Background: an optimization exercise with open tools, aiming at a short achievable clock period and few clock cycles. Do not read the settings as production practice. In this exercise RTL edits were held to simulation tests only and were not proved equivalent to the original. The flow treats the clock pin as an ideal source, which a real chip does not have. Power is estimated from default activity; no workload was simulated.

==> flow/design.v, too long to show whole: its modules and the start of the top module <==
// module registerFile: 28 lines
// module aluUnit: 4347 lines
// module controlSequencer: 57 lines
// module ksAdd16: 27 lines
// module busCpu: 291 lines
module busCpu (
    input  logic                       Clock,
    input  logic                       rst,
    input  logic                       instrValid,
    input  logic [32-1:0]     instrWord,
    output logic                       instrReady,
    output logic                       retireValid,
    output logic [4-1:0] retireDest,
    output logic [32-1:0]     retireData
);
  // ...
==> flow/flow/run.sh <==
#!/bin/bash
# The standard layout (standard.sh, standard synthesis included), with two
# changes to how the layout is made:
set -euo pipefail
export SETUP_SLACK_MARGIN=${SETUP_SLACK_MARGIN:-7.5}
export PRE_CTS_TCL=$PWD/flow/move_out_ffs.tcl
bash standard.sh > standard_flow.log 2>&1
==> flow/flow/move_out_ffs.tcl <==
# Move each flip-flop that drives an output port's buffer next to that
# buffer, then legalize. Run after placement, before clock tree synthesis.
set block [ord::get_db_block]
set moved 0
foreach bterm [$block getBTerms] {
  if { [$bterm getIoType] != "OUTPUT" } { continue }
  set net [$bterm getNet]
  if { $net == "NULL" } { continue }
  set buf ""
  foreach it [$net getITerms] {
    if { [$it isOutputSignal] } { set buf [$it getInst] }
  }
  if { $buf == "" } { continue }
  set in_net ""
  foreach it [$buf getITerms] {
    if { [$it isInputSignal] && [$it getNet] != "NULL" } { set in_net [$it getNet] }
  }
  if { $in_net == "" } { continue }
  set drv ""
  foreach it [$in_net getITerms] {
    if { [$it isOutputSignal] } { set drv [$it getInst] }
  }
  if { $drv == "" } { continue }
  if { ![[$drv getMaster] isSequential] } { continue }
  lassign [$buf getLocation] bx by
  $drv setLocation $bx $by
  incr moved
}
puts "move_out_ffs: moved $moved flip-flops next to their output buffers"
detailed_placement
check_placement -verbose
==> flow/standard.sh <==
#!/bin/bash
# synth_recipe.tcl (not shown) runs the flow's synth.tcl, then flattens the netlist and writes it again
# the make line also repeats each setting of config.mk as NAME=value (left out here)
make -C /OpenROAD-flow-scripts/flow DESIGN_CONFIG=/design/flow/config.mk WORK_HOME=/design/flow/orfs CLKGATE_MAP_FILE= SYNTH_SCRIPT=/design/flow/synth_recipe.tcl "${@:-finish}"
==> flow/config.mk <==
export PLATFORM = sky130hd
export DESIGN_NAME = busCpu
export DESIGN_NICKNAME = busCpu
export VERILOG_FILES = /design/flow/design.v
export SDC_FILE = /design/flow/constraint.sdc
export NUM_CORES = 4
export LEC_CHECK = 0
export ABC_CLOCK_PERIOD_IN_PS = 1000
export CAP_MARGIN = 20
export CORE_MARGIN = 2
export CORE_UTILIZATION = 55
export SLEW_MARGIN = 20
export SYNTH_HIERARCHICAL = 1
export SYNTH_MINIMUM_KEEP_SIZE = 0
==> flow/constraint.sdc <==
create_clock -name core_clock -period 11.0 [get_ports {Clock}]
set_input_delay 2.2000 -clock core_clock [delete_from_list [all_inputs] [get_ports {Clock}]]
set_output_delay 2.2000 -clock core_clock [all_outputs]
set_load 0.01 [all_outputs]
==> metrics.yaml, run 1 <==
outcome:
  status: "timing/DRC/antenna clean"
sta:
  setup_viol_count_final: 0
  fin_crit_sh_pct: 32.0
  whs_ns: 0.324
  slew_viol_final: 0
floorplanning:
  die_h_um: 430
global_routing:
  grt_pass1_vias: 84500
  met1_usage_pct: 54.3
  grt_max_degree: 198
pwr:
  vdd_drop_max_v: 0.000133
  clk-power_mw: 6.73
  powerComb_mw: 2.08
  clkPwrFrac_pct: 44.2
  powerDensity_nw_per_um2: 142
  p_seq_mw: 6.41
  leakagePower_nw: 39.6
flow_run:
  maxCapViolations: 0
worst_setup_path:
  cp_common_cell: "fa_1"
  cp_num_buf_inv: 2
  arrival_ns: 4.31
  crit_chain: "clkinvlp_4, o211ai_1, or2_2, fa_1, inv_1, fa_1, nor2b_4, o2111ai_2, a21oi_1, nor4_1, a311oi_1, nand2_1, nand4_1"
  critical_path.startpoint_type: "flop"
  regToRegSetupSlack_ns: 7.48
  timing.rr.end: "res3[10]"
  cp.depth: 13
cells_and_area:
  sh_seq_area_pct: 31.3
  num-nets-final: 11500
  buf_share_pct: 2.70
  layout.area.seq_um2: 33600
min_path:
  hp-class: "flop to flop"
clocking:
  worst_skew_pair.late_latency_ns: 0.87
drt:
  num_vias: 89900
synthesis:
  syn_area_um2: 99900
Testbench counts, summed over its fixed seeds: cycles 16,168.
==> module registerFile, before the edit <==
module registerFile (
    input  logic                       Clock,
    input  logic                       rst,
    input  logic                       we,
    input  logic [4-1:0] wa,
    input  logic [32-1:0]     wd,
    input  logic [4-1:0] raA,
    input  logic [4-1:0] raB,
    output logic [32-1:0]     rdA,
    output logic [32-1:0]     rdB
);
    logic [16-1:0][32-1:0] regs;
    always_ff @(posedge Clock) begin
        if (rst) begin
            for (int i = 0; i < 16; i++) begin
                regs[i] <= '0;
            end
        end else begin
            for (int i = 0; i < 16; i++) begin
                if (we && wa == i) begin
                    regs[i] <= wd;
                end
            end
        end
    end
    assign rdA = regs[raA];
    assign rdB = regs[raB];
endmodule
==> module busCpu, before the edit <==
module busCpu (
    input  logic                       Clock,
    input  logic                       rst,
    input  logic                       instrValid,
    input  logic [32-1:0]     instrWord,
    output logic                       instrReady,
    output logic                       retireValid,
    output logic [4-1:0] retireDest,
    output logic [32-1:0]     retireData
);
    logic        rdyQ;
    logic        v1;
    logic [31:0] ir;
    logic        vSk;
    logic [31:0] sk;
    logic        stall;
    logic        take;
    logic        busyQ;
    assign instrReady = rdyQ;
    assign take       = instrValid & ~busyQ;
    always_ff @(posedge Clock) begin
        if (rst) begin
            rdyQ  <= 1'b1;
            busyQ <= 1'b0;
            v1    <= 1'b0;
            vSk   <= 1'b0;
        end else if (!stall) begin
            v1    <= vSk | take;
            vSk   <= 1'b0;
            rdyQ  <= 1'b1;
            busyQ <= 1'b0;
        end else begin
            vSk   <= vSk | take;
            rdyQ  <= ~(vSk | take);
            busyQ <= vSk | take;
        end
    end
    always_ff @(posedge Clock) begin
        if (!stall) begin
            ir <= vSk ? sk : instrWord;
        end
        if (!busyQ) begin
            sk <= instrWord;
        end
    end
    logic rstQ;
    always_ff @(posedge Clock) begin
        rstQ <= rst;
    end
    logic [6:2] v;       
    logic [6:2] wr;      
    logic [6:2] alu;     
    logic [6:2] mul;     
    logic [6:2] pend;    
    logic [6:2] hs;      
    logic [3:0] rc2, rc3, rc4, rc5, rc6;
    logic [31:0] opA2, opB2;            
    logic        sub2;
    logic        by1A2, by1B2, by2A2, by2B2;
    logic [31:0] res3, res4, res5, res6;   
    logic        c3;
    logic [15:0] aLo3, bLo3, aHi3, bHi3;
    logic        sub3;
    logic        by1A3;
    logic [31:0] hiReg, loReg;
    logic [6:2]  mulv;
    assign mulv = v & mul;
    logic fill2, fill3, fill4, fill5;
    assign fill2 = ~(mulv[3] | mulv[4] | mulv[5]);
    assign fill3 = ~(mulv[4] | mulv[5]);
    assign fill4 = ~mulv[5];
    assign fill5 = 1'b1;
    logic [31:0] eff2, eff3, eff4, eff5;
    logic        pd2, pd3, pd4, pd5;
    assign eff2 = (pend[2] & fill2) ? (hs[2] ? hiReg : loReg) : opA2;
    assign eff3 = (pend[3] & fill3) ? (hs[3] ? hiReg : loReg) : res3;
    assign eff4 = (pend[4] & fill4) ? (hs[4] ? hiReg : loReg) : res4;
    assign eff5 = (pend[5] & fill5) ? (hs[5] ? hiReg : loReg) : res5;
    assign pd2  = pend[2] & ~fill2;
    assign pd3  = pend[3] & ~fill3;
    assign pd4  = pend[4] & ~fill4;
    assign pd5  = pend[5] & ~fill5;
    logic nx2, nx3, nx4;
    assign nx2 = ~(mulv[3] | mulv[4]);
    assign nx3 = ~mulv[4];
    assign nx4 = 1'b1;
    logic [4:0] op1;
    logic [3:0] ra1, rb1, rc1;
    logic       isLdi1, isAdd1, isSub1, isAnd1, isOr1, isMul1, isMfhi1, isMflo1;
    logic       isAlu1, isMf1, wr1, legal1, needOps1;
    logic [31:0] immExt1;
    assign op1     = ir[31:27];
    assign ra1     = ir[26:23];
    assign rb1     = ir[22:19];
    assign rc1     = ir[18:15];
    assign immExt1 = {{13{ir[18]}}, ir[18:0]};
    assign isLdi1  = (op1 == 5'd0);
    assign isAdd1  = (op1 == 5'd3);
    assign isSub1  = (op1 == 5'd4);
    assign isAnd1  = (op1 == 5'd5);
    assign isOr1   = (op1 == 5'd6);
    assign isMul1  = (op1 == 5'd15);
    assign isMfhi1 = (op1 == 5'd16);
    assign isMflo1 = (op1 == 5'd17);
    assign isAlu1  = isAdd1 | isSub1 | isAnd1 | isOr1;
    assign isMf1   = isMfhi1 | isMflo1;
    assign wr1     = isLdi1 | isAlu1 | isMf1;
    assign legal1  = wr1 | isMul1;
    assign needOps1 = isAlu1 | isMul1;
    logic [31:0] rfA, rfB;
    registerFile registerFile_i (
        .Clock (Clock),
        .rst   (rstQ),
        .we    (v[6] & wr[6]),
        .wa    (rc6),
        .wd    (res6),
        .raA   (ra1),
        .raB   (rb1),
        .rdA   (rfA),
        .rdB   (rfB)
    );
    logic [31:0] valA1, valB1;
    logic        stlA1, stlB1, by1A1, by1B1, by2A1, by2B1;
    logic        byMA1, byMB1, byMhsA1, byMhsB1;
    controlSequencer fwdA (
        .r (ra1), .v (v), .wr (wr), .alu (alu),
        .rc2 (rc2), .rc3 (rc3), .rc4 (rc4), .rc5 (rc5), .rc6 (rc6),
        .e2 (eff2), .e3 (eff3), .e4 (eff4), .e5 (eff5), .e6 (res6), .rf (rfA),
        .p2 (pd2), .p3 (pd3), .p4 (pd4), .p5 (pd5),
        .n2 (nx2), .n3 (nx3), .n4 (nx4), .hs (hs),
        .val (valA1), .stl (stlA1), .by1 (by1A1), .by2 (by2A1),
        .byM (byMA1), .byMhs (byMhsA1)
    );
    controlSequencer fwdB (
        .r (rb1), .v (v), .wr (wr), .alu (alu),
        .rc2 (rc2), .rc3 (rc3), .rc4 (rc4), .rc5 (rc5), .rc6 (rc6),
        .e2 (eff2), .e3 (eff3), .e4 (eff4), .e5 (eff5), .e6 (res6), .rf (rfB),
        .p2 (pd2), .p3 (pd3), .p4 (pd4), .p5 (pd5),
        .n2 (nx2), .n3 (nx3), .n4 (nx4), .hs (hs),
        .val (valB1), .stl (stlB1), .by1 (by1B1), .by2 (by2B1),
        .byM (byMB1), .byMhs (byMhsB1)
    );
    assign stall = v1 & needOps1 & (stlA1 | stlB1);
    logic mulBusy1;
    assign mulBusy1 = mulv[2] | mulv[3] | mulv[4] | mulv[5];
    always_ff @(posedge Clock) begin
        if (rst) begin
            v <= '0;
        end else begin
            v <= {v[5:2], v1 & legal1 & ~stall};
        end
        wr   <= {wr[5:2], wr1};
        alu  <= {alu[5:2], isAlu1};
        mul  <= {mul[5:2], isMul1};
        pend <= {pd5, pd4, pd3, pd2, isMf1 & mulBusy1};
        hs   <= {hs[5:2], isMfhi1};
    end
    logic sAr1, sAh1, sAl1, sAo1;
    logic sBrp1, sBrn1, sBh1, sBl1, sBop1, sBon1;
    assign sAr1  = by1A1;
    assign sAh1  = byMA1 & byMhsA1;
    assign sAl1  = byMA1 & ~byMhsA1;
    assign sAo1  = ~by1A1 & ~byMA1;
    assign sBrp1 = by1B1 & ~isSub1;
    assign sBrn1 = by1B1 & isSub1;
    assign sBh1  = byMB1 & byMhsB1;
    assign sBl1  = byMB1 & ~byMhsB1;
    assign sBop1 = ~by1B1 & ~byMB1 & ~isSub1;
    assign sBon1 = ~by1B1 & ~byMB1 & isSub1;
    logic        sAr2, sAh2, sAl2, sAo2;
    logic        sBrp2, sBrn2, sBh2, sBl2, sBop2, sBon2;
    logic        fSum2, fAnd2, fOr2, fVal2;
    always_ff @(posedge Clock) begin
        rc2     <= rc1;
        sub2    <= isSub1;
        fSum2   <= isAdd1 | isSub1;
        fAnd2   <= isAnd1;
        fOr2    <= isOr1;
        fVal2   <= ~isAlu1;
        by1A2   <= by1A1;
        by1B2   <= by1B1;
        by2A2   <= by2A1;
        by2B2   <= by2B1;
        sAr2    <= sAr1;
        sAh2    <= sAh1;
        sAl2    <= sAl1;
        sAo2    <= sAo1;
        sBrp2   <= sBrp1;
        sBrn2   <= sBrn1;
        sBh2    <= sBh1;
        sBl2    <= sBl1;
        sBop2   <= sBop1;
        sBon2   <= sBon1;
        opA2    <= isLdi1 ? immExt1 : isMf1 ? (isMfhi1 ? hiReg : loReg) : valA1;
        opB2    <= valB1;
    end
    logic [15:0] aL2, bX2, sumL2, aluLo2;
    logic        cL2;
    assign aL2 = ({16{sAr2}} & res3[15:0]) | ({16{sAh2}} & hiReg[15:0]) |
                 ({16{sAl2}} & loReg[15:0]) | ({16{sAo2}} & opA2[15:0]);
    assign bX2 = ({16{sBrp2}} & res3[15:0]) | ({16{sBrn2}} & ~res3[15:0]) |
                 ({16{sBh2}} & (hiReg[15:0] ^ {16{sub2}})) |
                 ({16{sBl2}} & (loReg[15:0] ^ {16{sub2}})) |
                 ({16{sBop2}} & opB2[15:0]) | ({16{sBon2}} & ~opB2[15:0]);
    ksAdd16 addLo (
        .a    (aL2),
        .b    (bX2),
        .cin  (sub2),
        .s    (sumL2),
        .cout (cL2)
    );
    assign aluLo2 = ({16{fSum2}} & sumL2) | ({16{fAnd2}} & (aL2 & bX2)) |
                    ({16{fOr2}} & (aL2 | bX2)) | ({16{fVal2}} & eff2[15:0]);
    logic [15:0] hiA2, hiB2;
    assign hiA2 = by2A2 ? res4[31:16] : sAh2 ? hiReg[31:16] : sAl2 ? loReg[31:16] : opA2[31:16];
    assign hiB2 = by2B2 ? res4[31:16] : sBh2 ? hiReg[31:16] : sBl2 ? loReg[31:16] : opB2[31:16];
    logic        fSum3, fAnd3, fOr3, fVal3;
    logic        sBr3p, sBr3n, sBo3;
    logic        mBy1A3, mBy1B3;    
    always_ff @(posedge Clock) begin
        rc3     <= rc2;
        res3    <= {eff2[31:16], aluLo2};
        c3      <= cL2;
        aLo3    <= aL2;
        bLo3    <= bX2;
        aHi3    <= hiA2;
        bHi3    <= hiB2 ^ {16{sub2}};
        sub3    <= sub2;
        fSum3   <= fSum2;
        fAnd3   <= fAnd2;
        fOr3    <= fOr2;
        fVal3   <= fVal2;
        by1A3   <= by1A2;
        sBr3p   <= by1B2 & ~sub2;
        sBr3n   <= by1B2 & sub2;
        sBo3    <= ~by1B2;
        mBy1A3  <= by1A2 & mul[2];
        mBy1B3  <= by1B2 & mul[2];
    end
    logic [15:0] aH3, bH3, sumH3, aluHi3;
    logic [63:0] prod;
    assign aH3    = by1A3 ? res4[31:16] : aHi3;
    assign bH3    = ({16{sBr3p}} & res4[31:16]) | ({16{sBr3n}} & ~res4[31:16]) |
                    ({16{sBo3}} & bHi3);
    ksAdd16 addHi (
        .a    (aH3),
        .b    (bH3),
        .cin  (c3),
        .s    (sumH3),
        .cout ()
    );
    assign aluHi3 = ({16{fSum3}} & sumH3) | ({16{fAnd3}} & (aH3 & bH3)) |
                    ({16{fOr3}} & (aH3 | bH3)) | ({16{fVal3}} & eff3[31:16]);
    logic [15:0] mAH3, mBH3;
    assign mAH3 = mBy1A3 ? res4[31:16] : aHi3;
    assign mBH3 = mBy1B3 ? res4[31:16] : bHi3;
    aluUnit aluUnit_i (
        .Clock (Clock),
        .a     ({mAH3, aLo3}),
        .b     ({mBH3, bLo3}),
        .p     (prod)
    );
    always_ff @(posedge Clock) begin
        rc4     <= rc3;
        res4    <= {aluHi3, alu[3] ? res3[15:0] : eff3[15:0]};
    end
    always_ff @(posedge Clock) begin
        rc5     <= rc4;
        res5    <= eff4;
        rc6     <= rc5;
        res6    <= eff5;
    end
    always_ff @(posedge Clock) begin
        if (rstQ) begin
            hiReg <= '0;
            loReg <= '0;
        end else if (mulv[5]) begin
            hiReg <= prod[63:32];
            loReg <= prod[31:0];
        end
    end
    always_ff @(posedge Clock) begin
        if (rst) begin
            retireValid <= 1'b0;
        end else begin
            retireValid <= v[6];
        end
        retireDest <= rc6;
        retireData <= mul[6] ? loReg : res6;
    end
endmodule
==> run 2: changes to the inputs <==
--- a/flow/design.v
+++ b/flow/design.v
@@ -47,7 +47,6 @@
     input  logic                       rst,
-    input  logic                       we,
-    input  logic [4-1:0] wa,
+    input  logic [16-1:0]      weOH,
     input  logic [32-1:0]     wd,
-    input  logic [4-1:0] raA,
-    input  logic [4-1:0] raB,
+    input  logic [16-1:0]      raOH,
+    input  logic [16-1:0]      rbOH,
     output logic [32-1:0]     rdA,
@@ -57,11 +56,7 @@
     always_ff @(posedge Clock) begin
-        if (rst) begin
-            for (int i = 0; i < 16; i++) begin
+        for (int i = 0; i < 16; i++) begin
+            if (rst) begin
                 regs[i] <= '0;
-            end
-        end else begin
-            for (int i = 0; i < 16; i++) begin
-                if (we && wa == i) begin
-                    regs[i] <= wd;
-                end
+            end else if (weOH[i]) begin
+                regs[i] <= wd;
             end
@@ -69,4 +64,10 @@
     end
-    assign rdA = regs[raA];
-    assign rdB = regs[raB];
+    always_comb begin
+        rdA = '0;
+        rdB = '0;
+        for (int i = 0; i < 16; i++) begin
+            rdA = rdA | ({32{raOH[i]}} & regs[i]);
+            rdB = rdB | ({32{rbOH[i]}} & regs[i]);
+        end
+    end
 endmodule
@@ -4543,5 +4544,12 @@
     end
+    logic [15:0] raOH1, rbOH1;
+    logic [31:0] irNext;
+    assign irNext = vSk ? sk : instrWord;
     always_ff @(posedge Clock) begin
         if (!stall) begin
-            ir <= vSk ? sk : instrWord;
+            ir <= irNext;
+            for (int i = 0; i < 16; i++) begin
+                raOH1[i] <= (irNext[26:23] == i);
+                rbOH1[i] <= (irNext[22:19] == i);
+            end
         end
@@ -4616,2 +4624,3 @@
     logic [31:0] rfA, rfB;
+    logic [15:0] weOH6;    
     registerFile registerFile_i (
@@ -4619,7 +4628,6 @@
         .rst   (rstQ),
-        .we    (v[6] & wr[6]),
-        .wa    (rc6),
+        .weOH  (weOH6),
         .wd    (res6),
-        .raA   (ra1),
-        .raB   (rb1),
+        .raOH  (raOH1),
+        .rbOH  (rbOH1),
         .rdA   (rfA),
@@ -4777,2 +4785,5 @@
         res6    <= eff5;
+        for (int i = 0; i < 16; i++) begin
+            weOH6[i] <= ~rst & v[5] & wr[5] & (rc5 == i);
+        end
     end
==> run 2 against run 1 <==
Still clean; area after synthesis shrank 2.6%; die area is 2.6% lower; clock-buffer cell count up 6; first-iteration DRC count down 5.5%.
==> metrics.yaml, run 2 <==
floorplanning:
  fp-row-count: 154  # was 156
  die_h_um: 425  # was 430 um
  core_area_um2: 176000  # was 181,000 um2
  start_util_pct: 55.3  # about the same
  ioPinCount: 73  # unchanged
  dieArea_um2: 180000  # was 185,000 um2
  die-width_um: 425  # was 430 um
cells_and_area:
  layout.area.seq_um2: 34900  # was 33,600 um2
  post-route-util_pct: 59.3  # was 59.4%
  final_cell_area_um2: 104000  # was 107,000 um2
  regMostFlops: "registerFile_i.regs"  # unchanged
  drive_gt1_share_pct: 8.27  # was 10.6%
  layout_commonest_cell: "dfxtp_1"  # unchanged
  largest_reg_flops: 512  # unchanged
  layout_common_cells: "dfxtp_1, nor2_1, nand2_1"  # was dfxtp_1, a21oi_1, nand2_1
  fillCellCount: 15600  # was 16.0k
  multi_input_comb_area_um2: 55300  # was 58,800 um2
  final-instance-count-excl-fill: 13100  # was 13.5k
  areaGrowthSynthToFinish_pct: 7.07  # was 7.36%
  num-nets-final: 11200  # was 11.5k
drt:
  drt_pass1_iterations: 7  # was 8
  num_vias: 85300  # was 89.9k
  wl_per_cell_um: 28.0  # was 28.3 um
  vias_per_cell: 6.54  # was 6.68
  ant_nets: 0  # unchanged
  wirelength_um: 366000  # was 381,000 um
  drtIter0Drc: 10200  # was 10.8k
  drcViolationCount: 0  # unchanged
sta:
  setup_viol_count_final: 0  # unchanged
  setup_ws_ns: 7.49  # was 7.48 ns
  rsz0062_at_grt: "true"  # unchanged
  finalCriticalPeriod_ns: 3.51  # was 3.52 ns
  skew_ns: 0.0319  # was 0.0345 ns
  fmax_mhz: 285  # was 284 MHz
  final-hold-violation-count: 0  # unchanged
  slew_viol_final: 0  # unchanged
  tns_ns: 0  # unchanged
  whs_ns: 0.330  # was 0.324 ns
  tightestPinTransition_ns: 1.18  # was 1.21 ns
  relSlewSlack_pct: 21.4  # was 19.4%
  fin_crit_sh_pct: 31.9  # was 32.0%
pwr:
  power_frac_seq_pct: 44.4  # was 42.1%
  leakagePower_nw: 39.1  # was 39.6 nW
  vdd_drop_max_v: 0.000145  # was 0.000133 V
  clkPwrFrac_pct: 44.1  # was 44.2%
  internal_power_mw: 10.7  # was 10.9 mW
  switching_share_pct: 27.5  # was 28.2%
  p_comb_share_pct: 11.5  # was 13.7%
  finalPower_mw: 14.8  # was 15.2 mW
  powerDensity_nw_per_um2: 142  # about the same
  p_switching_mw: 4.06  # was 4.29 mW
synthesis:
  syn_inst: 11300  # was 11.8k
  syn_area_um2: 97400  # was 99,900 um2
  ys_warn_count: 10  # unchanged
  syn_avg_cell_area_um2: 8.63  # was 8.46 um2
worst_setup_path:
  cp_slowest_cell: "dfxtp_1"  # unchanged
  arrival_ns: 1.31  # was 4.31 ns
  crit_type: "flop to output port"  # was flop to flop
  end_kind: "output port"  # was flop
  crit_required_ns: 8.80  # was 11.79 ns
  critPathMaxStageDelay_ns: 0.32  # was 0.58 ns
  crit_chain: "buf_2"  # was clkinvlp_4, o211ai_1, or2_2, fa_1, inv_1, fa_1, nor2b_4, o2111ai_2, a21oi_1, nor4_1, a311oi_1, nand2_1, nand4_1
  critical_path.startpoint_type: "flop"  # unchanged
  cpLargestDelayFamily: "flip-flops"  # was compound AO/OA/AOI/OAI gates
  cp_num_buf_inv: 1  # was 2
  cp_max_fo: 1  # was 4
flow_run:
  maxCapViolations: 0  # unchanged
min_path:
  hp-class: "flop to flop"  # unchanged
clocking:
  path_clk_slew_ns: 0.06  # about the same
  cts_inserted_buffers: 186  # was 185
  cts_tree: "done"  # unchanged
  cts.sinks: 1705  # was 1,657
  holdBufCountCts: 0  # unchanged
  worst_skew_pair.late_latency_ns: 0.87  # about the same
placed_design:
  io_buffers: 72  # unchanged
  dpl_worst_slack_ns: 6.91  # was 6.36 ns
  place_inst: 12700  # was 13.1k
  finalWeightedCongestion: 0.934  # was 0.953
  placed_area_um2: 97700  # was 100,000 um2
  dp_hpwl_um: 233000  # was 243,000 um
global_routing:
  grt_pass1_vias: 80600  # was 84.5k
  grt_pass1_wl_um: 534000  # was 562,000 um
  grt_antenna_before_repair: 16  # was 32
  grt_max_degree: 99  # was 198
  grt_overflow: 0  # unchanged
  grt_usage_pct: 39.3  # was 39.8%
outcome:
  status: "timing/DRC/antenna clean"  # unchanged
## run 2: final timing paths
check                                     start              end  slack [ns]  depth (start not counted)
worst min-delay path            aluUnit_i.r1129  aluUnit_i.r2133        0.33                          0
worst max register to register           mBy1A3  aluUnit_i.r1059        7.53                          8
worst min register to register  aluUnit_i.r1129  aluUnit_i.r2133        0.33                          0
worst max-delay path              retireDest[3]    retireDest[3]        7.49                          1
## run 2: metal layers
metal | wire, um | up-vias | track usage (%)
met3 | 32900 | 1142 | 6.24
li1 | - | 37900 | -
met2 | 166000 | 4953 | 62.9
met5 | 35 | - | 0
met1 | 142000 | 41300 | 50.0
met4 | 24700 | 6 | 23.7
## run 2: final cells by class
cell class / count / share of cell area (%)
Clock inverter: 85 / 0.907
Sequential cell: 1705 / 33.5
Timing Repair Buffer: 276 / 2.24
Multi-Input combinational cell: 7731 / 53.1
Clock buffer: 260 / 5.13
Tap cell: 2340 / 2.81
Inverter: 650 / 2.35
Antenna cell: 7 / 0.0168
## run 2: power groups by stage
| stage | clock, mW | combinational [mW] | sequential (mW) |
|---|---|---|---|
| 3_5_place_dp | 0 | 1.64 | 6.70 |
| 4_1_cts | 6.55 | 1.65 | 6.56 |
| 6_report | 6.51 | 1.70 | 6.57 |
| 5_1_grt | 6.80 | 1.84 | 6.58 |
| 3_3_place_gp | 0 | 1.63 | 6.69 |
| 2_1_floorplan | 0 | 1.15 | 6.60 |
## run 2: timing repair
action | 4_1_cts | 5_1_grt
setup endpoints to repair | 93 | 161
pin swaps | 0 | 1
gates cloned | 0 | 1
gates resized for setup | 194 | 71
buffers inserted | 0 | 2
Testbench counts of run 2, summed over its fixed seeds: cycles 16,168.
==> run 3: changes to the inputs <==
--- a/flow/config.mk
+++ b/flow/config.mk
@@ -11,2 +11,5 @@
 export CORE_UTILIZATION = 55
+export CTS_BUF_LIST = sky130_fd_sc_hd__clkbuf_16
+export CTS_CLUSTER_DIAMETER = 80
+export CTS_CLUSTER_SIZE = 20
 export SLEW_MARGIN = 20
==> run 3 against run 2 <==
Hold slack improved by 0.0011 ns; via count down 1.0%; clock power down 24%; setup slack improved by 0.045 ns; register-to-register slack gained 0.04 ns; sequential share of layout area is 0.74 points higher; final cell count is 1.0% lower; die area stayed put; sequential cell count unchanged; core utilization decreased by 1.3 points; wire length shrank 0.71%; clock skew fell by 0.0075 ns; critical endpoint unchanged; largest power group unchanged; highest routed layer unchanged.
==> metrics.yaml, run 3 <==
drt:
  vias_per_cell: 6.54  # about the same
  drt_pass1_iterations: 9  # was 7
  drcViolationCount: 0  # unchanged
  ant_nets: 0  # unchanged
  wl_per_cell_um: 28.1  # was 28.0 um
  wirelength_um: 363000  # was 366,000 um
  drtIter0Drc: 9820  # was 10.2k
  num_vias: 84500  # was 85.3k
placed_design:
  dp_hpwl_um: 233000  # unchanged
  io_buffers: 72  # unchanged
  dpl_worst_slack_ns: 6.91  # unchanged
  finalWeightedCongestion: 0.934  # unchanged
  placed_area_um2: 97700  # unchanged
  place_inst: 12700  # unchanged
worst_setup_path:
  crit_required_ns: 8.80  # about the same
  arrival_ns: 1.27  # was 1.31 ns
  crit_type: "flop to output port"  # unchanged
  ff2ff_path_depth: 7  # was 8
  cp_num_buf_inv: 1  # unchanged
  timing.rr.end: "aluUnit_i.r2050"  # was aluUnit_i.r1059
  regToRegSetupSlack_ns: 7.57  # was 7.53 ns
  crit_chain: "buf_2"  # unchanged
  cp_slowest_cell: "dfxtp_1"  # unchanged
  critPathMaxStageDelay_ns: 0.33  # was 0.32 ns
  cpLargestDelayFamily: "flip-flops"  # unchanged
  critical_path.startpoint_type: "flop"  # unchanged
  cp_max_fo: 1  # unchanged
  end_kind: "output port"  # unchanged
  r2r-start: "aluUnit_i.r738"  # was mBy1A3
pwr:
  finalPower_mw: 13.2  # was 14.8 mW
  internal_power_mw: 9.35  # was 10.7 mW
  powerDensity_nw_per_um2: 129  # was 142 nW/um2
  clkPwrFrac_pct: 37.3  # was 44.1%
  vdd_drop_max_v: 0.000129  # was 0.000145 V
  power_frac_seq_pct: 49.8  # was 44.4%
  p_switching_mw: 3.82  # was 4.06 mW
  leakagePower_nw: 38.1  # was 39.1 nW
  p_comb_share_pct: 12.9  # was 11.5%
  switching_share_pct: 29.0  # was 27.5%
min_path:
  hp-class: "flop to flop"  # unchanged
  hold_depth: 0  # unchanged
  hold_path.startpoint: "aluUnit_i.r1129"  # unchanged
  min_to: "aluUnit_i.r2133"  # unchanged
sta:
  finalCriticalPeriod_ns: 3.47  # was 3.51 ns
  final-hold-violation-count: 0  # unchanged
  fmax_mhz: 288  # was 285 MHz
  tightestPinTransition_ns: 1.13  # was 1.18 ns
  rsz0062_at_grt: "true"  # unchanged
  whs_ns: 0.331  # was 0.330 ns
  slew_viol_final: 0  # unchanged
  setup_ws_ns: 7.53  # was 7.49 ns
  skew_ns: 0.0244  # was 0.0319 ns
  tns_ns: 0  # unchanged
  setup_viol_count_final: 0  # unchanged
  relSlewSlack_pct: 24.4  # was 21.4%
  fin_crit_sh_pct: 31.5  # was 31.9%
cells_and_area:
  final-instance-count-excl-fill: 12900  # was 13.1k
  multi_input_comb_area_um2: 55300  # about the same
  num-nets-final: 11100  # was 11.2k
  regMostFlops: "registerFile_i.regs"  # unchanged
  layout_common_cells: "dfxtp_1, nor2_1, nand2_1"  # unchanged
  layout_commonest_cell: "dfxtp_1"  # unchanged
  drive_gt1_share_pct: 7.13  # was 8.27%
  areaGrowthSynthToFinish_pct: 4.69  # was 7.07%
  post-route-util_pct: 57.9  # was 59.3%
  final_cell_area_um2: 102000  # was 104,000 um2
  layout.area.seq_um2: 34900  # about the same
  fillCellCount: 15800  # was 15.6k
  largest_reg_flops: 512  # unchanged
clocking:
  cts.sinks: 1705  # unchanged
  worst_skew_pair.late_latency_ns: 0.82  # was 0.87 ns
  holdBufCountCts: 0  # unchanged
  cts_tree: "done"  # unchanged
  cts_inserted_buffers: 119  # was 186
  path_clk_slew_ns: 0.09  # was 0.06 ns
global_routing:
  grt_antenna_before_repair: 16  # unchanged
  grt_pass1_wl_um: 531000  # was 534,000 um
  grt_pass1_vias: 79800  # was 80.6k
  grt_max_degree: 99  # unchanged
  grt_overflow: 0  # unchanged
  grt_usage_pct: 39.0  # was 39.3%
synthesis:
  syn_avg_cell_area_um2: 8.63  # unchanged
  ys_warn_count: 10  # unchanged
  syn_inst: 11300  # unchanged
  syn_area_um2: 97400  # unchanged
floorplanning:
  dieArea_um2: 180000  # unchanged
  ioPinCount: 73  # unchanged
  start_util_pct: 55.3  # unchanged
  fp-row-count: 154  # unchanged
  die-width_um: 425  # unchanged
  core_area_um2: 176000  # unchanged
  die_h_um: 425  # unchanged
outcome:
  status: "timing/DRC/antenna clean"  # unchanged
flow_run:
  maxCapViolations: 0  # unchanged
[run 3: power groups by stage]
stage | sequential [mW] | clock, mW | combinational [mW]
after floorplan | 6.60 | 0 | 1.15
after global placement | 6.69 | 0 | 1.63
final | 6.56 | 4.92 | 1.70
after detailed placement | 6.70 | 0 | 1.64
after CTS | 6.55 | 4.96 | 1.65
after global routing | 6.58 | 5.20 | 1.84
[run 3: timing repair]
item                                    CTS  global route
endpoints found under the setup margin   95           129
cloned                                    0             1
buffers inserted                          0             2
hold endpoints to repair                  0             0
gates resized for setup                 187            50
pin swaps                                 0             3
[run 3: layout make-up]
cell class / count / share of cell area, %
Tap cell: 2340 / 2.87
Antenna cell: 3 / 0.00737
Clock inverter: 95 / 1.08
Sequential cell: 1705 / 34.2
Multi-Input combinational cell: 7731 / 54.3
Inverter: 650 / 2.40
Timing Repair Buffer: 276 / 2.17
Clock buffer: 120 / 2.95
[run 3: worst max-delay path by stage]
stage	startpoint	end	slack [ns]	cells after the start
global placement	mBy1B3	aluUnit_i.r971	6.97	9
global route	mBy1B3	aluUnit_i.r944	7.42	9
CTS	retireData[3]	retireData[3]	7.49	1
finish	retireDest[3]	retireDest[3]	7.53	1
floorplan	ir[20]	ir[0]	7.63	9
detailed placement	mBy1B3	aluUnit_i.r971	6.91	9
[run 3: routing by layer]
layer / routed length (um) / track usage [%] / share of wire (%) / vias up
met3: 31400 / 6.12 / 8.6 / 1034
met2: 166000 / 62.8 / 46 / 4574
met5: 29 / 0 / 0.0080 / -
met4: 23700 / 22.6 / 6.5 / 4
li1: - / - / - / 37700
met1: 142000 / 49.7 / 39 / 41200
==> run 4: changes to the inputs <==
--- a/flow/config.mk
+++ b/flow/config.mk
@@ -10,3 +10,3 @@
 export CORE_MARGIN = 2
-export CORE_UTILIZATION = 55
+export CORE_UTILIZATION = 60
 export CTS_BUF_LIST = sky130_fd_sc_hd__clkbuf_16
==> run 4 against run 3 <==
Register-to-register slack got worse by 0.05 ns; final cell count fell by 1.5%; maximum frequency fell by 0.28%; still clean; core utilization rose by 4.9 points; critical path depth rose by 8; synthesized cell count did not move; largest power group unchanged.
==> metrics.yaml, run 4 <==
drt:
  drcViolationCount: 0  # unchanged
  wl_per_cell_um: 28.3  # was 28.1 um
  top_layer: "met5"  # unchanged
  routed-wl-met2_um: 158000  # was 166,000 um
  drt_pass1_iterations: 7  # was 9
  vias_per_cell: 6.71  # was 6.54
  wirelength_um: 360000  # was 363,000 um
  ant_nets: 0  # unchanged
  met3WireLength_um: 38800  # was 31,400 um
  num_vias: 85300  # was 84.5k
  met1_length_um: 135000  # was 142,000 um
  drtIter0Drc: 11500  # was 9,820
sta:
  relSlewSlack_pct: 21.0  # was 24.4%
  setup_viol_count_final: 0  # unchanged
  tightestPinTransition_ns: 1.18  # was 1.13 ns
  rsz0062_at_grt: "true"  # unchanged
  fmax_mhz: 288  # about the same
  fin_crit_sh_pct: 31.6  # was 31.5%
  final-hold-violation-count: 0  # unchanged
  finalCriticalPeriod_ns: 3.48  # was 3.47 ns
  slew_viol_final: 0  # unchanged
  skew_ns: 0.0389  # was 0.0244 ns
  tns_ns: 0  # unchanged
placed_design:
  finalWeightedCongestion: 0.971  # was 0.934
  io_buffers: 72  # unchanged
  place_inst: 12500  # was 12.7k
  dp_hpwl_um: 227000  # was 233,000 um
cells_and_area:
  num-nets-final: 11100  # about the same
  final-instance-count-excl-fill: 12700  # was 12.9k
  areaGrowthSynthToFinish_pct: 3.94  # was 4.69%
  fillCellCount: 13900  # was 15.8k
  regMostFlops: "registerFile_i.regs"  # unchanged
  post-route-util_pct: 62.9  # was 57.9%
  drive_gt1_share_pct: 6.92  # was 7.13%
  layout_common_cells: "dfxtp_1, nor2_1, nand2_1"  # unchanged
  largest_reg_flops: 512  # unchanged
  layout_commonest_cell: "dfxtp_1"  # unchanged
floorplanning:
  dieArea_um2: 165000  # was 180,000 um2
  start_util_pct: 60.5  # was 55.3%
  ioPinCount: 73  # unchanged
  fp-row-count: 147  # was 154
  core_area_um2: 161000  # was 176,000 um2
  die-width_um: 407  # was 425 um
  die_h_um: 407  # was 425 um
global_routing:
  grt_usage_pct: 42.3  # was 39.0%
  grt_pass1_wl_um: 526000  # was 531,000 um
  grt_overflow: 0  # unchanged
  grt_pass1_vias: 80100  # was 79.8k
  grt_antenna_before_repair: 11  # was 16
  grt_max_degree: 204  # was 99
worst_setup_path:
  end_kind: "flop"  # was output port
  crit_type: "flop to flop"  # was flop to output port
  critical_path.startpoint_type: "flop"  # unchanged
  arrival_ns: 4.11  # was 1.27 ns
  cpLargestDelayFamily: "adder cells"  # was flip-flops
  cp_common_cell: "fa_1"
  crit_required_ns: 11.63  # was 8.80 ns
  cp_max_fo: 1  # unchanged
  cp_num_buf_inv: 4  # was 1
  crit_chain: "inv_1, fa_1, inv_1, fa_1, inv_1, fa_1, fa_1, inv_1, fa_1"  # was buf_2
  cp_slowest_cell: "fa_1"  # was dfxtp_1
  critPathMaxStageDelay_ns: 0.58  # was 0.33 ns
synthesis:
  syn_inst: 11300  # unchanged
  ys_warn_count: 10  # unchanged
  syn_area_um2: 97400  # unchanged
  syn_avg_cell_area_um2: 8.63  # unchanged
pwr:
  p_switching_mw: 3.72  # was 3.82 mW
  leakagePower_nw: 37.8  # was 38.1 nW
  clkPwrFrac_pct: 35.5  # was 37.3%
  switching_share_pct: 29.1  # was 29.0%
  p_comb_share_pct: 13.3  # was 12.9%
  internal_power_mw: 9.06  # was 9.35 mW
  powerDensity_nw_per_um2: 126  # was 129 nW/um2
  vdd_drop_max_v: 0.000137  # was 0.000129 V
  power_frac_seq_pct: 51.2  # was 49.8%
  finalPower_mw: 12.8  # was 13.2 mW
clocking:
  cts_inserted_buffers: 112  # was 119
  holdBufCountCts: 0  # unchanged
  path_clk_slew_ns: 0.09  # about the same
  cts.sinks: 1705  # unchanged
  worst_skew_pair.late_latency_ns: 0.80  # was 0.82 ns
  cts_tree: "done"  # unchanged
min_path:
  hp-class: "flop to flop"  # unchanged
outcome:
  status: "timing/DRC/antenna clean"  # unchanged
flow_run:
  maxCapViolations: 0  # unchanged
## run 4: worst register-to-register path, delay by kind of cell, from the launching register on
family | cells | cell delay (ns)
adders and majority gates | 5 | 2.66
buffers and inverters | 4 | 0.33
DFF | 1 | 0.32
## run 4: power by group through the flow
stage          Clock, mW  Sequential [mW]  Combinational [mW]
5_1_grt             4.76             6.56                1.84
6_report            4.54             6.54                1.70
3_3_place_gp           0             6.68                1.62
3_5_place_dp           0             6.69                1.64
2_1_floorplan          0             6.60                1.15
4_1_cts             4.56             6.54                1.65
## run 4: final timing paths
| check | start | end | slack, ns | cells after the start |
|---|---|---|---|---|
| max | aluUnit_i.r813 | aluUnit_i.r2062 | 7.52 | 9 |
| min | aluUnit_i.r609 | aluUnit_i.r2010 | 0.32 | 0 |
| max reg2reg | aluUnit_i.r813 | aluUnit_i.r2062 | 7.52 | 9 |
| min reg2reg | aluUnit_i.r609 | aluUnit_i.r2010 | 0.32 | 0 |
## run 4: repair_timing
action | in CTS | in global routing
pin swaps | 0 | 3
endpoints found under the setup margin | 76 | 125
buffers inserted | 1 | 1
resized for setup | 168 | 45
## run 4: metal layers
layer  vias up  GRT usage [%]
met5         -              0
met4        12           28.0
met3      1294           8.06
met2      5442           65.3
met1     40900           53.9
li1      37700              -
## run 4: area by class of cell
class / count / area (um2) / share of cell area, %
Antenna cell: 5 / 12.5 / 0.0124
Clock buffer: 112 / 2800 / 2.77
Clock inverter: 80 / 843 / 0.833
Inverter: 650 / 2450 / 2.42
Multi-Input combinational cell: 7731 / 55300 / 54.7
Sequential cell: 1705 / 34900 / 34.5
Tap cell: 2160 / 2700 / 2.67
Timing Repair Buffer: 278 / 2180 / 2.16
## run 4: through the flow
| stage | area (um2) | worst slack, ns | hold WS [ns] |
|---|---|---|---|
| final | 101000 | 7.52 | 0.323 |
| after global routing | 101000 | 7.48 | 0.329 |
| after CTS | 101000 | 7.32 | 0.331 |
| after detailed placement | 97500 | 7.07 | 0.314 |
| after global placement | 97500 | 7.14 | 0.315 |
| after floorplan | 97400 | 7.63 | 0.310 |
==> run 5: changes to the inputs <==
--- a/flow/design.v
+++ b/flow/design.v
@@ -4656,3 +4656,3 @@
     );
-    assign stall = v1 & needOps1 & (stlA1 | stlB1);
+    assign stall = v1 & ((needOps1 & (stlA1 | stlB1)) | (isMul1 & (by1A1 | by1B1)));
     logic mulBusy1;
@@ -4732,3 +4732,2 @@
     logic        sBr3p, sBr3n, sBo3;
-    logic        mBy1A3, mBy1B3;    
     always_ff @(posedge Clock) begin
@@ -4750,4 +4749,2 @@
         sBo3    <= ~by1B2;
-        mBy1A3  <= by1A2 & mul[2];
-        mBy1B3  <= by1B2 & mul[2];
     end
@@ -4767,9 +4764,6 @@
                     ({16{fOr3}} & (aH3 | bH3)) | ({16{fVal3}} & eff3[31:16]);
-    logic [15:0] mAH3, mBH3;
-    assign mAH3 = mBy1A3 ? res4[31:16] : aHi3;
-    assign mBH3 = mBy1B3 ? res4[31:16] : bHi3;
     aluUnit aluUnit_i (
         .Clock (Clock),
-        .a     ({mAH3, aLo3}),
-        .b     ({mBH3, bLo3}),
+        .a     ({aHi3, aLo3}),
+        .b     ({bHi3, bLo3}),
         .p     (prod)
--- a/flow/config.mk
+++ b/flow/config.mk
@@ -10,3 +10,3 @@
 export CORE_MARGIN = 2
-export CORE_UTILIZATION = 60
+export CORE_UTILIZATION = 55
 export CTS_BUF_LIST = sky130_fd_sc_hd__clkbuf_16
==> run 5 against run 4 <==
Maximum frequency decreased by 0.62%; via count increased by 2.5%; area after synthesis increased by 0.33%; clock-buffer cell count increased by 5; critical path depth increased by 1; core utilization decreased by 4.9 points; highest routed layer unchanged; still clean on timing, DRC and antenna; sequential power increased by 1%; wire length increased by 6.6%; sequential share of layout area decreased by 0.33 points; largest power group unchanged; hold slack improved by 0.012 ns.
==> metrics.yaml, run 5 <==
outcome:
  status: "timing/DRC/antenna clean"  # unchanged
sta:
  slew_viol_final: 0  # unchanged
  fin_crit_sh_pct: 31.8  # was 31.6%
  whs_ns: 0.335  # was 0.323 ns
  tightestPinTransition_ns: 1.34  # was 1.18 ns
  setup_viol_count_final: 0  # unchanged
  relSlewSlack_pct: 10.3  # was 21.0%
  final-hold-violation-count: 0  # unchanged
  skew_ns: 0.0375  # was 0.0389 ns
  fmax_mhz: 286  # was 288 MHz
  tns_ns: 0  # unchanged
  finalCriticalPeriod_ns: 3.50  # was 3.48 ns
  rsz0062_at_grt: "true"  # unchanged
cells_and_area:
  largest_reg_flops: 512  # unchanged
  regMostFlops: "registerFile_i.regs"  # unchanged
  drive_gt1_share_pct: 7.19  # was 6.92%
  num-nets-final: 11200  # was 11.1k
  areaGrowthSynthToFinish_pct: 4.71  # was 3.94%
  fillCellCount: 15900  # was 13.9k
  layout_commonest_cell: "dfxtp_1"  # unchanged
  layout_common_cells: "dfxtp_1, nor2_1, nand2_1"  # unchanged
floorplanning:
  die-width_um: 425  # was 407 um
  die_h_um: 425  # was 407 um
  dieArea_um2: 181000  # was 165,000 um2
  start_util_pct: 55.4  # was 60.5%
  core_area_um2: 176000  # was 161,000 um2
  ioPinCount: 73  # unchanged
  fp-row-count: 154  # was 147
min_path:
  hold_path.startpoint: "aluUnit_i.r612"  # was aluUnit_i.r609
  hold_depth: 0  # unchanged
  hp-class: "flop to flop"  # unchanged
  min_to: "aluUnit_i.r2013"  # was aluUnit_i.r2010
worst_setup_path:
  timing.rr.end: "opA2[3]"  # was aluUnit_i.r2062
  arrival_ns: 4.27  # was 4.11 ns
  regToRegSetupSlack_ns: 7.50  # was 7.52 ns
  crit_required_ns: 11.77  # was 11.63 ns
  ff2ff_path_depth: 10  # was 9
  end_kind: "flop"  # unchanged
  r2r-start: "raOH1[14]"  # was aluUnit_i.r813
  crit_type: "flop to flop"  # unchanged
  critical_path.startpoint_type: "flop"  # unchanged
  cp_max_fo: 23  # was 1
synthesis:
  ys_warn_count: 10  # unchanged
  syn_area_um2: 97700  # was 97,400 um2
  syn_avg_cell_area_um2: 8.59  # was 8.63 um2
  syn_inst: 11400  # was 11.3k
placed_design:
  finalWeightedCongestion: 0.972  # was 0.971
  io_buffers: 72  # unchanged
  dp_hpwl_um: 254000  # was 227,000 um
pwr:
  leakagePower_nw: 37.9  # was 37.8 nW
  vdd_drop_max_v: 0.000138  # was 0.000137 V
  powerDensity_nw_per_um2: 129  # was 126 nW/um2
global_routing:
  grt_antenna_before_repair: 28  # was 11
  grt_usage_pct: 41.1  # was 42.3%
  grt_pass1_wl_um: 554000  # was 526,000 um
  grt_pass1_vias: 81700  # was 80.1k
  met1_usage_pct: 55.9  # was 53.9%
  gr-usage-met2_pct: 60.8  # was 65.3%
  grt-busiest-layer: "met2"  # unchanged
  grt_overflow: 0  # unchanged
  grt_max_degree: 217  # was 204
  use_met3_pct: 9.98  # was 8.06%
drt:
  vias_per_cell: 6.71  # about the same
  num_vias: 87500  # was 85.3k
  wl_per_cell_um: 29.4  # was 28.3 um
  drt_pass1_iterations: 7  # unchanged
  ant_nets: 0  # unchanged
  wirelength_um: 384000  # was 360,000 um
  drtIter0Drc: 12100  # was 11.5k
  drcViolationCount: 0  # unchanged
clocking:
  holdBufCountCts: 0  # unchanged
  cts.sinks: 1703  # was 1,705
  cts_tree: "done"  # unchanged
  worst_skew_pair.late_latency_ns: 0.83  # was 0.80 ns
  path_clk_slew_ns: 0.09  # about the same
  cts_inserted_buffers: 116  # was 112
flow_run:
  maxCapViolations: 0  # unchanged
run 5: area by class of cell:
| type | count | area, um2 | area share [%] |
|---|---|---|---|
| Inverter | 649 | 2440 | 2.39 |
| Tap cell | 2340 | 2930 | 2.86 |
| Multi-Input combinational cell | 7808 | 55600 | 54.4 |
| Antenna cell | 14 | 35.0 | 0.0343 |
| Timing Repair Buffer | 310 | 2590 | 2.53 |
| Clock inverter | 88 | 823 | 0.805 |
| Clock buffer | 117 | 2930 | 2.86 |
| Sequential cell | 1703 | 34900 | 34.1 |
run 5: per-stage QoR:
step	utilization, %	area (um2)	std cells	setup slack [ns]	total power, mW
after floorplan	-	97700	11400	7.61	7.91
after CTS	57.8	102000	13000	7.49	13.1
after global placement	55.7	98200	12800	6.69	8.57
after detailed placement	55.7	98200	12800	6.69	8.59
after global routing	58.0	102000	13000	7.44	13.6
final	58.0	102000	13000	7.50	13.2
run 5: worst max path at each step:
| stage | depth (start not counted) | end | start | slack [ns] |
|---|---|---|---|---|
| detailed placement | 13 | res3[10] | sBh2 | 6.69 |
| CTS | 1 | retireData[4] | retireData[4] | 7.49 |
| floorplan | 11 | ir[0] | ir[20] | 7.61 |
| finish | 10 | opA2[3] | raOH1[14] | 7.50 |
| global placement | 13 | res3[10] | sBh2 | 6.69 |
| global route | 13 | res3[10] | sBh2 | 7.44 |
run 5: per-layer routing:
metal	up-vias	part of all wire, %	wire [um]
met5	-	0.036	138
met4	22	5.7	21900
met3	1039	12	47000
met2	5673	42	163000
met1	42700	40	152000
li1	38100	-	-
run 5: repair_timing:
item / CTS / global route
setup endpoints to repair: 123 / 105
resized for setup: 207 / 48
endpoints found under the hold margin: 0 / 0
pin swaps: 1 / 5
setup buffers: 3 / 5
cloned: 0 / 1
run 5: worst max-delay path, stage by stage, from the launching register on:
cell and delay [ns]:
edfxtp_1 0.81, buf_4 0.61, a22o_1 0.22, a221oi_1 0.05, nand4_1 0.29, nand2_1 0.10
and3_1 0.19, o32ai_1 0.26, nor2_1 0.08, a211oi_1 0.69, a21o_1 0.14
run 5: power breakdown:
group          internal (mW)  switching [mW]  total (mW)
Clock                   2.11            2.54        4.65
Sequential              6.40           0.225        6.62
Combinational          0.648            1.27        1.92
Total                   9.15            4.04        13.2
Testbench counts of run 5, summed over its fixed seeds: cycles 16,283.
==> run 6: changes to the inputs <==
--- a/flow/config.mk
+++ b/flow/config.mk
@@ -10,3 +10,3 @@
 export CORE_MARGIN = 2
-export CORE_UTILIZATION = 55
+export CORE_UTILIZATION = 60
 export CTS_BUF_LIST = sky130_fd_sc_hd__clkbuf_16
==> run 6 against run 5 <==
Still clean on timing, DRC and antenna; die area is 8.3% lower; sequential power hardly changed; final cell count is 1.6% lower; global-route usage is 2.5 points higher; hold slack worse by 0.0032 ns; critical path depth is 9 lower; combinational power hardly changed; via count hardly changed; design area is 0.53% lower; area after synthesis stayed put; core utilization is 4.7 points higher; clock power is 2% lower.
==> metrics.yaml, run 6 <==
worst_setup_path:
  crit_required_ns: 8.80  # was 11.77 ns
  critPathMaxStageDelay_ns: 0.32  # was 0.81 ns
  arrival_ns: 1.28  # was 4.27 ns
  crit_type: "flop to output port"  # was flop to flop
  cp_slowest_cell: "dfxtp_1"  # was edfxtp_1
  critical_path.startpoint_type: "flop"  # unchanged
  cp_num_buf_inv: 1  # unchanged
  cp_max_fo: 1  # was 23
  crit_chain: "buf_2"  # was buf_4, a22o_1, a221oi_1, nand4_1, nand2_1, and3_1, o32ai_1, nor2_1, a211oi_1, a21o_1
  cp.depth: 1  # was 10
  end_kind: "output port"  # was flop
  ff2ff_path_depth: 9  # was 10
  cpLargestDelayFamily: "flip-flops"  # was compound AO/OA/AOI/OAI gates
min_path:
  hold_depth: 0  # unchanged
  hp-class: "flop to flop"  # unchanged
sta:
  final-hold-violation-count: 0  # unchanged
  slew_viol_final: 0  # unchanged
  rsz0062_at_grt: "true"  # unchanged
  finalCriticalPeriod_ns: 3.48  # was 3.50 ns
  setup_viol_count_final: 0  # unchanged
  relSlewSlack_pct: 15.1  # was 10.3%
  fmax_mhz: 288  # was 286 MHz
  fin_crit_sh_pct: 31.6  # was 31.8%
  tns_ns: 0  # unchanged
  skew_ns: 0.0677  # was 0.0375 ns
  setup_ws_ns: 7.52  # was 7.50 ns
  whs_ns: 0.332  # was 0.335 ns
  tightestPinTransition_ns: 1.27  # was 1.34 ns
drt:
  ant_nets: 0  # unchanged
  vias_per_cell: 6.81  # was 6.71
  drt_pass1_iterations: 9  # was 7
  wirelength_um: 376000  # was 384,000 um
  wl_per_cell_um: 29.3  # was 29.4 um
  num_vias: 87400  # was 87.5k
  drtIter0Drc: 12700  # was 12.1k
  drcViolationCount: 0  # unchanged
global_routing:
  grt_overflow: 0  # unchanged
  grt-busiest-layer: "met2"  # unchanged
  use_met3_pct: 10.2  # was 9.98%
  grt_usage_pct: 43.6  # was 41.1%
  grt_max_degree: 229  # was 217
  gr-usage-met2_pct: 65.0  # was 60.8%
  met1_usage_pct: 56.5  # was 55.9%
  grt_pass1_wl_um: 546000  # was 554,000 um
  grt_antenna_before_repair: 17  # was 28
  grt_pass1_vias: 82100  # was 81.7k
floorplanning:
  die-width_um: 407  # was 425 um
  start_util_pct: 60.2  # was 55.4%
  ioPinCount: 73  # unchanged
  die_h_um: 407  # was 425 um
  dieArea_um2: 166000  # was 181,000 um2
  fp-row-count: 148  # was 154
  core_area_um2: 162000  # was 176,000 um2
synthesis:
  syn_avg_cell_area_um2: 8.59  # unchanged
  ys_warn_count: 10  # unchanged
  syn_area_um2: 97700  # unchanged
  syn_inst: 11400  # unchanged
flow_run:
  maxCapViolations: 0  # unchanged
clocking:
  cts_tree: "done"  # unchanged
  worst_skew_pair.late_latency_ns: 0.82  # was 0.83 ns
  cts.sinks: 1703  # unchanged
  path_clk_slew_ns: 0.08  # was 0.09 ns
  holdBufCountCts: 0  # unchanged
  cts_inserted_buffers: 111  # was 116
cells_and_area:
  num-nets-final: 11200  # about the same
  layout_commonest_cell: "dfxtp_1"  # unchanged
  drive_gt1_share_pct: 6.72  # was 7.19%
  layout_common_cells: "dfxtp_1, nor2_1, nand2_1"  # unchanged
  regMostFlops: "registerFile_i.regs"  # unchanged
  largest_reg_flops: 512  # unchanged
  multi_input_comb_area_um2: 55600  # about the same
  fillCellCount: 14000  # was 15.9k
  layout.area.seq_um2: 34900  # about the same
  areaGrowthSynthToFinish_pct: 4.16  # was 4.71%
placed_design:
  io_buffers: 72  # unchanged
  finalWeightedCongestion: 1.01  # was 0.972
  dp_hpwl_um: 240000  # was 254,000 um
  dpl_worst_slack_ns: 6.94  # was 6.69 ns
outcome:
  status: "timing/DRC/antenna clean"  # unchanged
pwr:
  finalPower_mw: 13.1  # was 13.2 mW
  vdd_drop_max_v: 0.000144  # was 0.000138 V
  powerDensity_nw_per_um2: 129  # about the same
  leakagePower_nw: 37.8  # was 37.9 nW
==> run 6: cell count changes in the layout (fill, tap and decap cells not counted), moves of 9 or more <==
| cell | delta |
|---|---|
| inv_6 | -9 |
| dfxtp_2 | -15 |
| dfxtp_1 | +15 |
| buf_2 | +15 |
| buf_6 | -9 |
| buf_4 | -16 |
==> run 6: where the power goes <==
part | total [mW] | switching, mW | internal (mW)
sequential | 6.60 | 0.198 | 6.40
combinational | 1.95 | 1.31 | 0.641
clock | 4.58 | 2.44 | 2.14
total | 13.1 | 3.95 | 9.18
==> run 6: final timing paths <==
check                                     from              end  slack [ns]
worst max register to register  aluUnit_i.r852  aluUnit_i.r2068        7.53
worst min-delay path            aluUnit_i.r612  aluUnit_i.r2013        0.33
worst max-delay path            retireData[23]   retireData[23]        7.52
worst min register to register  aluUnit_i.r612  aluUnit_i.r2013        0.33
==> run 6: metal layers <==
metal  up-vias  wire length (um)
met4        26             30000
li1      38000                 -
met3      1362             44600
met5         -               187
met2      5937            160000
met1     42000            141000
==> run 6: area by class of cell <==
| type | instances | area share, % |
|---|---|---|
| Sequential cell | 1703 | 34.3 |
| Clock inverter | 70 | 0.792 |
| Clock buffer | 114 | 2.80 |
| Multi-Input combinational cell | 7808 | 54.6 |
| Antenna cell | 8 | 0.0197 |
| Timing Repair Buffer | 300 | 2.40 |
| Inverter | 649 | 2.40 |
| Tap cell | 2175 | 2.67 |
==> run 6: what timing repair did <==
item	4_1_cts	5_1_grt
cloned	0	1
buffers inserted	2	2
endpoints found under the setup margin	126	122
pin swaps	1	8
resized for setup	175	36
==> run 6: stage by stage <==
| step | cells | utilization (%) | cell area [um2] |
|---|---|---|---|
| floorplan | 11400 | - | 97700 |
| global placement | 12600 | 60.4 | 97900 |
| detailed placement | 12600 | 60.4 | 97900 |
| CTS | 12800 | 62.6 | 102000 |
| global route | 12800 | 62.7 | 102000 |
| finish | 12800 | 62.7 | 102000 |

-- afterwards: timing with drivers on the ports --
The results above use ideal ports. As a check the final layouts listed here were re-extracted and re-timed, cells and wires unchanged. Step 1 (the two cells are an assumption about what drives the block):
set clk [get_ports {Clock}]
set_driving_cell -lib_cell sky130_fd_sc_hd__clkbuf_16 $clk
set_driving_cell -lib_cell sky130_fd_sc_hd__buf_2 [delete_from_list [all_inputs] $clk]
Step 2, shift: input delay + t, output delay - t, t = (earliest + latest rising clock arrival at the registers) / 2. This alone moves slack from input paths to output paths. a / b / c = no drivers / after step 1 / after step 2; a / b = the first two.
run	t (ns)	slack for setup (ns)	slew at the worst register clock pin (ns)
run 1	0.953	7.475 / 7.404 / 7.332	0.07 / 0.07
run 2	0.940	7.487 / 7.396 / 7.118	0.07 / 0.07
run 3	0.895	7.532 / 7.441 / 7.119	0.09 / 0.09
run 4	0.873	7.522 / 7.441 / 7.032	0.10 / 0.10
run 5	0.895	7.500 / 7.438 / 7.137	0.09 / 0.09
run 6	0.866	7.523 / 7.439 / 6.881	0.09 / 0.09
After both steps every run listed still meets setup and hold. For run 6, which loses most, drivers alone change the setup slack by -0.084 ns; drivers and shift together by -0.642 ns.
